Context: an optimization exercise on an open-source flow, tuned for small area, a short achievable clock period and few clock cycles per item. The choices shown serve that exercise and are no tape-out recipe.

==> run F: inputs <==
==> flow/design.v <==
package slsi_pkg;
  localparam int IN_VALUE_W = 32;
  localparam int COUNT_W    = 7;
  localparam logic FUNC_INSERT = 1'b0;
  localparam logic FUNC_DELETE = 1'b1;
  typedef struct packed {
    logic                         func;
    logic signed [IN_VALUE_W-1:0] value;
  } in_t;
  typedef struct packed {
    logic               ok;
    logic [COUNT_W-1:0] count;
  } out_t;
  typedef struct packed {
    logic eval;
    logic update;
    logic ins;
  } cell_ctl_t;
endpackage
module sorted_list_insert_delete
#(
  parameter int DEPTH       = 64,
  parameter int VALUE_WIDTH = 32
) (
  input  logic clk,
  input  logic rst,
  input  logic in_valid,
  output logic in_stall,
  input  logic [slsi_pkg::IN_VALUE_W:0] in_data,
  output logic out_valid,
  input  logic out_stall,
  output logic [slsi_pkg::COUNT_W:0] out_data
);
  localparam int VW  = slsi_pkg::IN_VALUE_W;
  localparam int CW  = slsi_pkg::COUNT_W;
  localparam int NPT = 8;               
  localparam int SP  = DEPTH / NPT;     
  localparam int BUF = 4;               
  localparam int NM  = DEPTH + BUF;     
  localparam int NG  = (NM + 7) / 8;    
  localparam int QD  = 3;               
  logic [VW-1:0]    ring_d [DEPTH];
  logic [DEPTH-1:0] ring_v;
  logic [VW-1:0]    buf_d  [BUF];
  logic [BUF-1:0]   buf_v;       
  logic [BUF-1:0]   buf_p;       
  logic             a_val;       
  logic             a_del;
  logic [VW-1:0]    a_x;         
  logic             t_val;       
  logic             t_del;
  logic [CW:0]      t_res;       
  logic [NM-1:0]    e_q;         
  logic [CW-1:0]    cnt;         
  logic             stall_q;
  logic             ov;
  logic [CW:0]      od;
  logic [1:0]       qn;
  logic [QD-1:0][CW:0] q;
  assign in_stall  = stall_q;
  assign out_valid = ov;
  assign out_data  = od;
  logic acc, acc_ins;
  assign acc     = in_valid && !stall_q && !rst;
  assign acc_ins = acc && (in_data[VW] == slsi_pkg::FUNC_INSERT);
  logic [BUF-1:0] dsel;          
  logic [BUF-1:0] wsel;          
  logic [BUF-1:0] bfree;
  logic [BUF-1:0] bwr;           
  logic [VW-1:0]  hd;
  logic [NPT-1:0] pfree;
  logic [NPT-1:0] dp;            
  logic           drain;
  assign bfree = ~(buf_v | buf_p);
  assign bwr   = bfree | (dsel & {BUF{drain}});
  always_comb begin
    dsel = '0;
    wsel = '0;
    for (int j = BUF - 1; j >= 0; j--) begin
      if (buf_v[j]) dsel = BUF'(1) << j;
      if (bwr[j])   wsel = BUF'(1) << j;
    end
    hd = '0;
    for (int j = 0; j < BUF; j++) begin
      hd = hd | (buf_d[j] & {VW{dsel[j]}});
    end
  end
  for (genvar k = 0; k < NPT; k++) begin : g_pf
    assign pfree[k] = !ring_v[(k * SP + DEPTH - 1) % DEPTH];
  end
  always_comb begin
    dp = '0;
    for (int k = NPT - 1; k >= 0; k--) begin
      if (pfree[k]) dp = NPT'(1) << k;
    end
    if (buf_v == '0) dp = '0;
  end
  assign drain = |dp;
  logic [DEPTH-1:0] eq_r;
  logic [BUF-1:0]   eq_b;
  logic             eq_h;
  for (genvar i = 0; i < DEPTH; i++) begin : g_rcmp
    assign eq_r[i] = (ring_d[i] == a_x);
  end
  for (genvar j = 0; j < BUF; j++) begin : g_bcmp
    assign eq_b[j] = (buf_d[j] == a_x);
  end
  assign eq_h = |(dsel & eq_b);
  logic [NM-1:0] e_d;
  for (genvar i = 0; i < DEPTH; i++) begin : g_ed
    localparam int PV = (i + DEPTH - 1) % DEPTH;
    if (i % SP == 0) begin : g_pt
      assign e_d[i] = dp[i / SP] ? eq_h : eq_r[PV];
    end else begin : g_sh
      assign e_d[i] = eq_r[PV];
    end
  end
  assign e_d[NM-1:DEPTH] = eq_b & buf_v & ~(dsel & {BUF{drain}});
  logic [NM-1:0] m;
  assign m = e_q & {buf_v, ring_v};
  logic [NM-1:0] first;
  logic [NG-1:0] gany;
  logic [NG-1:0] gpre;
  for (genvar g = 0; g < NG; g++) begin : g_grp
    localparam int LO = 8 * g;
    localparam int HI = (8 * g + 7 < NM) ? 8 * g + 7 : NM - 1;
    assign gany[g] = |m[HI:LO];
    if (g == 0) begin : g_p0
      assign gpre[g] = 1'b0;
    end else begin : g_pn
      assign gpre[g] = |gany[g-1:0];
    end
    for (genvar i = LO; i <= HI; i++) begin : g_bit
      if (i == LO) begin : g_b0
        assign first[i] = m[i] && !gpre[g];
      end else begin : g_bn
        assign first[i] = m[i] && !gpre[g] && !(|m[i-1:LO]);
      end
    end
  end
  logic          is_del;
  logic          found;
  logic [NM-1:0] clr;
  assign is_del = t_val && t_del;
  assign found  = is_del && (|gany);
  assign clr    = is_del ? first : '0;
  logic          ins_a;
  logic          full;
  logic          ins_ok;
  logic [CW-1:0] cnt_dn, cnt_up;
  logic [CW-1:0] cnt_f, cnt_nf;      
  logic [CW:0]   ires_f, ires_nf;    
  logic [CW:0]   res;
  logic          hd_keep;
  assign ins_a   = a_val && !a_del;
  assign full    = cnt[CW-1];
  assign ins_ok  = ins_a && (found || !full);
  assign cnt_dn  = cnt - CW'(1);
  assign cnt_up  = cnt + CW'(1);
  assign cnt_f   = ins_a ? cnt : cnt_dn;
  assign cnt_nf  = (ins_a && !full) ? cnt_up : cnt;
  assign ires_f  = {1'b1, cnt};
  assign ires_nf = full ? {1'b0, cnt} : {1'b1, cnt_up};
  assign res     = t_del ? {found, found ? cnt_dn : cnt} : t_res;
  assign hd_keep = !(|(dsel & clr[NM-1:DEPTH]));
  for (genvar i = 0; i < DEPTH; i++) begin : g_ring
    localparam int PV = (i + DEPTH - 1) % DEPTH;
    if (i % SP == 0) begin : g_pt
      always_ff @(posedge clk) begin
        if (dp[i / SP]) begin
          ring_d[i] <= hd;
        end else begin
          ring_d[i] <= ring_d[PV];
        end
        if (rst) begin
          ring_v[i] <= 1'b0;
        end else if (dp[i / SP]) begin
          ring_v[i] <= hd_keep;
        end else begin
          ring_v[i] <= ring_v[PV] && !clr[PV];
        end
      end
    end else begin : g_sh
      always_ff @(posedge clk) begin
        ring_d[i] <= ring_d[PV];
        if (rst) begin
          ring_v[i] <= 1'b0;
        end else begin
          ring_v[i] <= ring_v[PV] && !clr[PV];
        end
      end
    end
  end
  for (genvar j = 0; j < BUF; j++) begin : g_buf
    always_ff @(posedge clk) begin
      if (bwr[j]) begin
        buf_d[j] <= in_data[VW-1:0];
      end
      if (rst) begin
        buf_v[j] <= 1'b0;
        buf_p[j] <= 1'b0;
      end else begin
        buf_p[j] <= wsel[j] && acc_ins;
        if (buf_p[j]) begin
          buf_v[j] <= ins_ok;
        end else begin
          buf_v[j] <= buf_v[j] && !clr[DEPTH + j] && !(drain && dsel[j]);
        end
      end
    end
  end
  logic          push;
  logic          take;
  logic [1:0]    qn_next;
  logic          ov_next;
  logic [CW:0]   od_next;
  logic [QD-1:0][CW:0] q_next;
  assign push = t_val;
  assign take = !ov || !out_stall;
  always_comb begin
    ov_next = ov;
    od_next = od;
    q_next  = q;
    qn_next = qn;
    if (take) begin
      if (qn != 2'd0) begin
        ov_next = 1'b1;
        od_next = q[0];
        for (int k = 0; k < QD - 1; k++) q_next[k] = q[k+1];
        if (push) begin
          q_next[qn - 2'd1] = res;
        end else begin
          qn_next = qn - 2'd1;
        end
      end else begin
        ov_next = push;
        od_next = res;
      end
    end else if (push) begin
      q_next[qn] = res;
      qn_next = qn + 2'd1;
    end
  end
  logic [BUF-1:0] bleft;         
  logic           bfree_n;       
  logic           pfree2;
  logic           drain2;
  logic           stall_b;
  always_comb begin
    bleft   = bwr & ~wsel;
    bfree_n = (|bleft) || ((|bwr) && !acc_ins);
    pfree2  = 1'b0;
    for (int k = 0; k < NPT; k++) pfree2 = pfree2 | !ring_v[(k * SP + 2 * DEPTH - 2) % DEPTH];
    drain2  = pfree2 && (|(buf_v & ~(dsel & {BUF{drain}})));
    stall_b = !bfree_n && !drain2;
  end
  logic [2:0] obase;             
  logic       hand;
  logic       stall_o;
  assign obase = 3'(ov) + 3'(qn) + 3'(t_val) + 3'(a_val);
  assign hand  = ov && !out_stall;
  always_comb begin
    if (obase >= 3'd5)      stall_o = 1'b1;
    else if (obase == 3'd4) stall_o = !hand || acc;
    else if (obase == 3'd3) stall_o = acc && !hand;
    else                    stall_o = 1'b0;
  end
  always_ff @(posedge clk) begin
    a_x   <= in_data[VW-1:0];
    a_del <= (in_data[VW] == slsi_pkg::FUNC_DELETE);
    t_del <= a_del;
    t_res <= found ? ires_f : ires_nf;
    e_q   <= e_d;
    od    <= od_next;
    q     <= q_next;
    if (rst) begin
      a_val   <= 1'b0;
      t_val   <= 1'b0;
      cnt     <= '0;
      ov      <= 1'b0;
      qn      <= '0;
      stall_q <= 1'b0;
    end else begin
      a_val   <= acc;
      t_val   <= a_val;
      cnt     <= found ? cnt_f : cnt_nf;
      ov      <= ov_next;
      qn      <= qn_next;
      stall_q <= stall_b || stall_o;
    end
  end
endmodule
==> flow/run.sh <==
#!/bin/bash
# synth_recipe.tcl (not shown) runs the flow's synth.tcl, then flattens the netlist and writes it again
# the make line also repeats each setting of config.mk as NAME=value (left out here)
make -C /OpenROAD-flow-scripts/flow DESIGN_CONFIG=/design/flow/config.mk WORK_HOME=/design/flow/orfs CLKGATE_MAP_FILE= SYNTH_SCRIPT=/design/flow/synth_recipe.tcl finish
==> flow/config.mk <==
export PLATFORM = sky130hd
export DESIGN_NAME = sorted_list_insert_delete
export DESIGN_NICKNAME = sorted_list_insert_delete
export VERILOG_FILES = /design/flow/design.v
export SDC_FILE = /design/flow/constraint.sdc
export NUM_CORES = 4
export LEC_CHECK = 0
export ABC_CLOCK_PERIOD_IN_PS = 2500
export CAP_MARGIN = 20
export CELL_PAD_IN_SITES_DETAIL_PLACEMENT = 1
export CORE_MARGIN = 2
export CORE_UTILIZATION = 30
export PLACE_DENSITY = 0.4
export SETUP_SLACK_MARGIN = 3.4
export SLEW_MARGIN = 20
==> flow/constraint.sdc <==
create_clock -name core_clock -period 6.0 [get_ports {clk}]
set_input_delay 1.2000 -clock core_clock [delete_from_list [all_inputs] [get_ports {clk}]]
set_output_delay 1.2000 -clock core_clock [all_outputs]
set_load 0.01 [all_outputs]
==> run Y (differences from run F) <==
==> flow/design.v, changed modules only <==
module sorted_list_insert_delete
#(
  parameter int DEPTH       = 64,
  parameter int VALUE_WIDTH = 32
) (
  input  logic clk,
  input  logic rst,
  input  logic in_valid,
  output logic in_stall,
  input  logic [slsi_pkg::IN_VALUE_W:0] in_data,
  output logic out_valid,
  input  logic out_stall,
  output logic [slsi_pkg::COUNT_W:0] out_data
);
  localparam int VW  = slsi_pkg::IN_VALUE_W;
  localparam int CW  = slsi_pkg::COUNT_W;
  localparam int NPT = 8;               
  localparam int SP  = DEPTH / NPT;     
  localparam int BUF = 4;               
  localparam int NM  = DEPTH + BUF;     
  localparam int NG  = (NM + 7) / 8;    
  localparam int QD  = 4;               
  logic [VW-1:0]    ring_d [DEPTH];
  logic [DEPTH-1:0] ring_v;
  logic [VW-1:0]    buf_d  [BUF];
  logic [BUF-1:0]   buf_v;       
  logic [BUF-1:0]   buf_p;       
  logic             a_val;       
  logic             a_del;
  logic [VW-1:0]    a_x;         
  logic             t_val;       
  logic             t_del;
  logic [CW:0]      t_res;       
  logic [NM-1:0]    e_q;         
  logic [CW-1:0]    cnt;         
  logic             stall_q;
  logic             ov;
  logic [CW:0]      od;
  logic [CW:0]      od_h;        
  logic             r_val;       
  logic [CW:0]      r_res;
  logic [QD-1:0][CW:0] q;        
  logic [QD-1:0]    q_wp;        
  logic [QD-1:0]    q_rp;        
  logic [QD-1:0]    q_n;         
  logic [QD:0]      t_n;         
  assign in_stall  = stall_q;
  assign out_valid = ov;
  assign out_data  = od;
  logic acc, acc_ins;
  assign acc     = in_valid && !stall_q && !rst;
  assign acc_ins = acc && (in_data[VW] == slsi_pkg::FUNC_INSERT);
  logic [BUF-1:0] dsel;          
  logic [BUF-1:0] wsel;          
  logic [BUF-1:0] bfree;
  logic [BUF-1:0] bwr;           
  logic [VW-1:0]  hd;
  logic [NPT-1:0] pfree;
  logic [NPT-1:0] dp;            
  logic           drain;
  assign bfree = ~(buf_v | buf_p);
  assign bwr   = bfree | (dsel & {BUF{drain}});
  always_comb begin
    dsel = '0;
    wsel = '0;
    for (int j = BUF - 1; j >= 0; j--) begin
      if (buf_v[j]) dsel = BUF'(1) << j;
      if (bwr[j])   wsel = BUF'(1) << j;
    end
    hd = '0;
    for (int j = 0; j < BUF; j++) begin
      hd = hd | (buf_d[j] & {VW{dsel[j]}});
    end
  end
  for (genvar k = 0; k < NPT; k++) begin : g_pf
    assign pfree[k] = !ring_v[(k * SP + DEPTH - 1) % DEPTH];
  end
  always_comb begin
    dp = '0;
    for (int k = NPT - 1; k >= 0; k--) begin
      if (pfree[k]) dp = NPT'(1) << k;
    end
    if (buf_v == '0) dp = '0;
  end
  assign drain = |dp;
  logic [DEPTH-1:0] eq_r;
  logic [BUF-1:0]   eq_b;
  logic             eq_h;
  for (genvar i = 0; i < DEPTH; i++) begin : g_rcmp
    assign eq_r[i] = (ring_d[i] == a_x);
  end
  for (genvar j = 0; j < BUF; j++) begin : g_bcmp
    assign eq_b[j] = (buf_d[j] == a_x);
  end
  assign eq_h = |(dsel & eq_b);
  logic [DEPTH-1:0] rv_d;        
  logic [BUF-1:0]   bv_keep;     
  logic [NM-1:0]    e_d;
  for (genvar i = 0; i < DEPTH; i++) begin : g_ed
    localparam int PV = (i + DEPTH - 1) % DEPTH;
    if (i % SP == 0) begin : g_pt
      assign e_d[i] = (dp[i / SP] ? eq_h : eq_r[PV]) && rv_d[i];
    end else begin : g_sh
      assign e_d[i] = eq_r[PV] && rv_d[i];
    end
  end
  assign e_d[NM-1:DEPTH] = eq_b & bv_keep;
  logic [NM-1:0] m;
  logic [NG-1:0] gany;
  assign m    = e_q;
  logic [NM-1:0] first;
  logic [NG-1:0] gpre;
  for (genvar g = 0; g < NG; g++) begin : g_grp
    localparam int LO = 8 * g;
    localparam int HI = (8 * g + 7 < NM) ? 8 * g + 7 : NM - 1;
    assign gany[g] = |m[HI:LO];
    if (g == 0) begin : g_p0
      assign gpre[g] = 1'b0;
    end else begin : g_pn
      assign gpre[g] = |gany[g-1:0];
    end
    for (genvar i = LO; i <= HI; i++) begin : g_bit
      if (i == LO) begin : g_b0
        assign first[i] = m[i] && !gpre[g];
      end else begin : g_bn
        assign first[i] = m[i] && !gpre[g] && !(|m[i-1:LO]);
      end
    end
  end
  logic          is_del;
  logic          found;
  logic [NM-1:0] clr;
  assign is_del = t_val && t_del;
  assign found  = is_del && (|gany);
  assign clr    = is_del ? first : '0;
  logic          ins_a;
  logic          full;
  logic          ins_ok;
  logic [CW-1:0] cnt_dn, cnt_up;
  logic [CW-1:0] cnt_f, cnt_nf;      
  logic [CW:0]   ires_f, ires_nf;    
  logic [CW:0]   res;
  logic          hd_keep;
  assign ins_a   = a_val && !a_del;
  assign full    = cnt[CW-1];
  assign ins_ok  = ins_a && (found || !full);
  assign cnt_dn  = cnt - CW'(1);
  assign cnt_up  = cnt + CW'(1);
  assign cnt_f   = ins_a ? cnt : cnt_dn;
  assign cnt_nf  = (ins_a && !full) ? cnt_up : cnt;
  assign ires_f  = {1'b1, cnt};
  assign ires_nf = full ? {1'b0, cnt} : {1'b1, cnt_up};
  assign res     = t_del ? {found, found ? cnt_dn : cnt} : t_res;
  assign hd_keep = !(|(dsel & clr[NM-1:DEPTH]));
  for (genvar i = 0; i < DEPTH; i++) begin : g_ring
    localparam int PV = (i + DEPTH - 1) % DEPTH;
    if (i % SP == 0) begin : g_pt
      always_ff @(posedge clk) begin
        if (dp[i / SP]) begin
          ring_d[i] <= hd;
        end else begin
          ring_d[i] <= ring_d[PV];
        end
      end
      assign rv_d[i] = !rst && (dp[i / SP] ? hd_keep : (ring_v[PV] && !clr[PV]));
    end else begin : g_sh
      always_ff @(posedge clk) begin
        ring_d[i] <= ring_d[PV];
      end
      assign rv_d[i] = !rst && ring_v[PV] && !clr[PV];
    end
    always_ff @(posedge clk) begin
      ring_v[i] <= rv_d[i];
    end
  end
  for (genvar j = 0; j < BUF; j++) begin : g_buf
    assign bv_keep[j] = buf_v[j] && !clr[DEPTH + j] && !(drain && dsel[j]);
    always_ff @(posedge clk) begin
      if (bwr[j]) begin
        buf_d[j] <= in_data[VW-1:0];
      end
      if (rst) begin
        buf_v[j] <= 1'b0;
        buf_p[j] <= 1'b0;
      end else begin
        buf_p[j] <= wsel[j] && acc_ins;
        if (buf_p[j]) begin
          buf_v[j] <= ins_ok;
        end else begin
          buf_v[j] <= bv_keep[j];
        end
      end
    end
  end
  logic          push;
  logic          take;
  logic          q_empty;
  logic          bypass;         
  logic          enq;
  logic          deq;
  logic [CW:0]   q_head;
  assign push    = r_val;
  assign take    = !ov || !out_stall;
  assign q_empty = !q_n[0];
  assign bypass  = take && q_empty;
  assign enq     = push && !bypass;
  assign deq     = take && !q_empty;
  always_comb begin
    q_head = '0;
    for (int k = 0; k < QD; k++) q_head = q_head | (q[k] & {(CW+1){q_rp[k]}});
  end
  always_ff @(posedge clk) begin
    for (int k = 0; k < QD; k++) begin
      if (push && q_wp[k]) q[k] <= r_res;
    end
    if (take) od_h <= q_empty ? r_res : q_head;
    if (rst)       od <= '0;
    else if (take) od <= q_empty ? r_res : q_head;
    else           od <= od_h;
    if (rst) begin
      ov   <= 1'b0;
      q_wp <= QD'(1);
      q_rp <= QD'(1);
      q_n  <= '0;
    end else begin
      if (take) ov <= push || !q_empty;
      if (enq) q_wp <= {q_wp[QD-2:0], q_wp[QD-1]};
      if (deq) q_rp <= {q_rp[QD-2:0], q_rp[QD-1]};
      if (enq && !deq)      q_n <= {q_n[QD-2:0], 1'b1};
      else if (deq && !enq) q_n <= {1'b0, q_n[QD-1:1]};
    end
  end
  logic [BUF-1:0] bleft;         
  logic           bfree_n;       
  logic           pfree2;
  logic           drain2;
  logic           stall_b;
  always_comb begin
    bleft   = bwr & ~wsel;
    bfree_n = (|bleft) || ((|bwr) && !acc_ins);
    pfree2  = 1'b0;
    for (int k = 0; k < NPT; k++) pfree2 = pfree2 | !ring_v[(k * SP + 2 * DEPTH - 2) % DEPTH];
    drain2  = pfree2 && (|(buf_v & ~(dsel & {BUF{drain}})));
    stall_b = !bfree_n && !drain2;
  end
  logic       hand;
  logic       stall_o;
  logic [QD:0] t_up, t_dn;
  assign hand    = ov && !out_stall;
  assign t_up    = {t_n[QD-1:0], 1'b1};
  assign t_dn    = {1'b0, t_n[QD:1]};
  assign stall_o = (t_n[QD] && !(hand && !acc)) || (t_n[QD-1] && acc && !hand);
  always_ff @(posedge clk) begin
    a_x   <= in_data[VW-1:0];
    a_del <= (in_data[VW] == slsi_pkg::FUNC_DELETE);
    t_del <= a_del;
    t_res <= found ? ires_f : ires_nf;
    r_res <= res;
    e_q   <= e_d;
    if (rst) begin
      a_val   <= 1'b0;
      t_val   <= 1'b0;
      r_val   <= 1'b0;
      cnt     <= '0;
      t_n     <= '0;
      stall_q <= 1'b0;
    end else begin
      a_val   <= acc;
      t_val   <= a_val;
      r_val   <= t_val;
      cnt     <= found ? cnt_f : cnt_nf;
      if (acc && !hand)      t_n <= t_up;
      else if (hand && !acc) t_n <= t_dn;
      stall_q <= stall_b || stall_o;
    end
  end
endmodule
==> flow/flow/run.sh (new file) <==
#!/bin/bash
# The standard layout (the standard.sh, every step), with the clock tree built from
# larger sink clusters and without dummy balancing loads. Each tool's full output stays in
# orfs/logs; make's own output goes to standard.log here.
set -euo pipefail
bash standard.sh "CTS_ARGS=-sink_clustering_enable -repair_clock_nets -dont_use_dummy_load -sink_clustering_size 24 -sink_clustering_max_diameter 100" finish > standard.log 2>&1
==> flow/standard.sh (new file) <==
#!/bin/bash
# synth_recipe.tcl (not shown) runs the flow's synth.tcl, then flattens the netlist and writes it again
# the make line also repeats each setting of config.mk as NAME=value (left out here)
make -C /OpenROAD-flow-scripts/flow DESIGN_CONFIG=/design/flow/config.mk WORK_HOME=/design/flow/orfs CLKGATE_MAP_FILE= SYNTH_SCRIPT=/design/flow/synth_recipe.tcl "${@:-finish}"
removed: flow/run.sh
==> flow_summary.ini <==
[power_and_ir_drop]
clk-power_w = 0.00875
power_switching_w = 0.006839

[sta]
relSlewSlack_pct = 38.64

[layout]
design.seq.count = 2443
sh_seq_area_pct = 54.02

[clock_tree]
cts_setup_buffers = 116

[outcome]
status = finished clean

[synth]
synth-xor-area-share_pct = 23.36
[end of results for run Y]
==> flow_summary.ini <==
[layout]
sh_seq_area_pct = 50.39
design.seq.count = 2403

[power_and_ir_drop]
clk-power_w = 0.0168

[outcome]
status = finished clean
[end of results for run F]
No run of this note included a check of the RTL's function; only the layout flow was run.

[re-timing with driven ports]
In the flow no input, the clock included, has a driving cell. The finished layouts below were timed again as built, in two steps.
Step 1 assumes that a clkbuf_16 drives the clock port and a buf_2 every other input.
Step 2 moves the port delays by t, midway between the first and last clock arrival at a register: inputs arrive t later, outputs are due t later. That takes back most of the time a late clock gives input paths.
Slacks: ideal / step 1 / step 2; pairs: ideal / step 1.
run | shift t [ns] | setup slack, ns | clock arrival spread, ns | slew at the worst register clock pin (ns) | pins driven straight from the clock port
run F | 0.946 | 2.784 / 2.784 / 2.441 | 0.061 / 0.061 | 0.07 / 0.07 | 1
run Y | 0.862 | 2.960 / 2.960 / 2.759 | 0.098 / 0.098 | 0.11 / 0.11 | 1
After both steps setup and hold are still met in every run listed. For run F, which loses most, drivers alone change the setup slack by 0.000 ns; drivers and shift together by -0.343 ns.
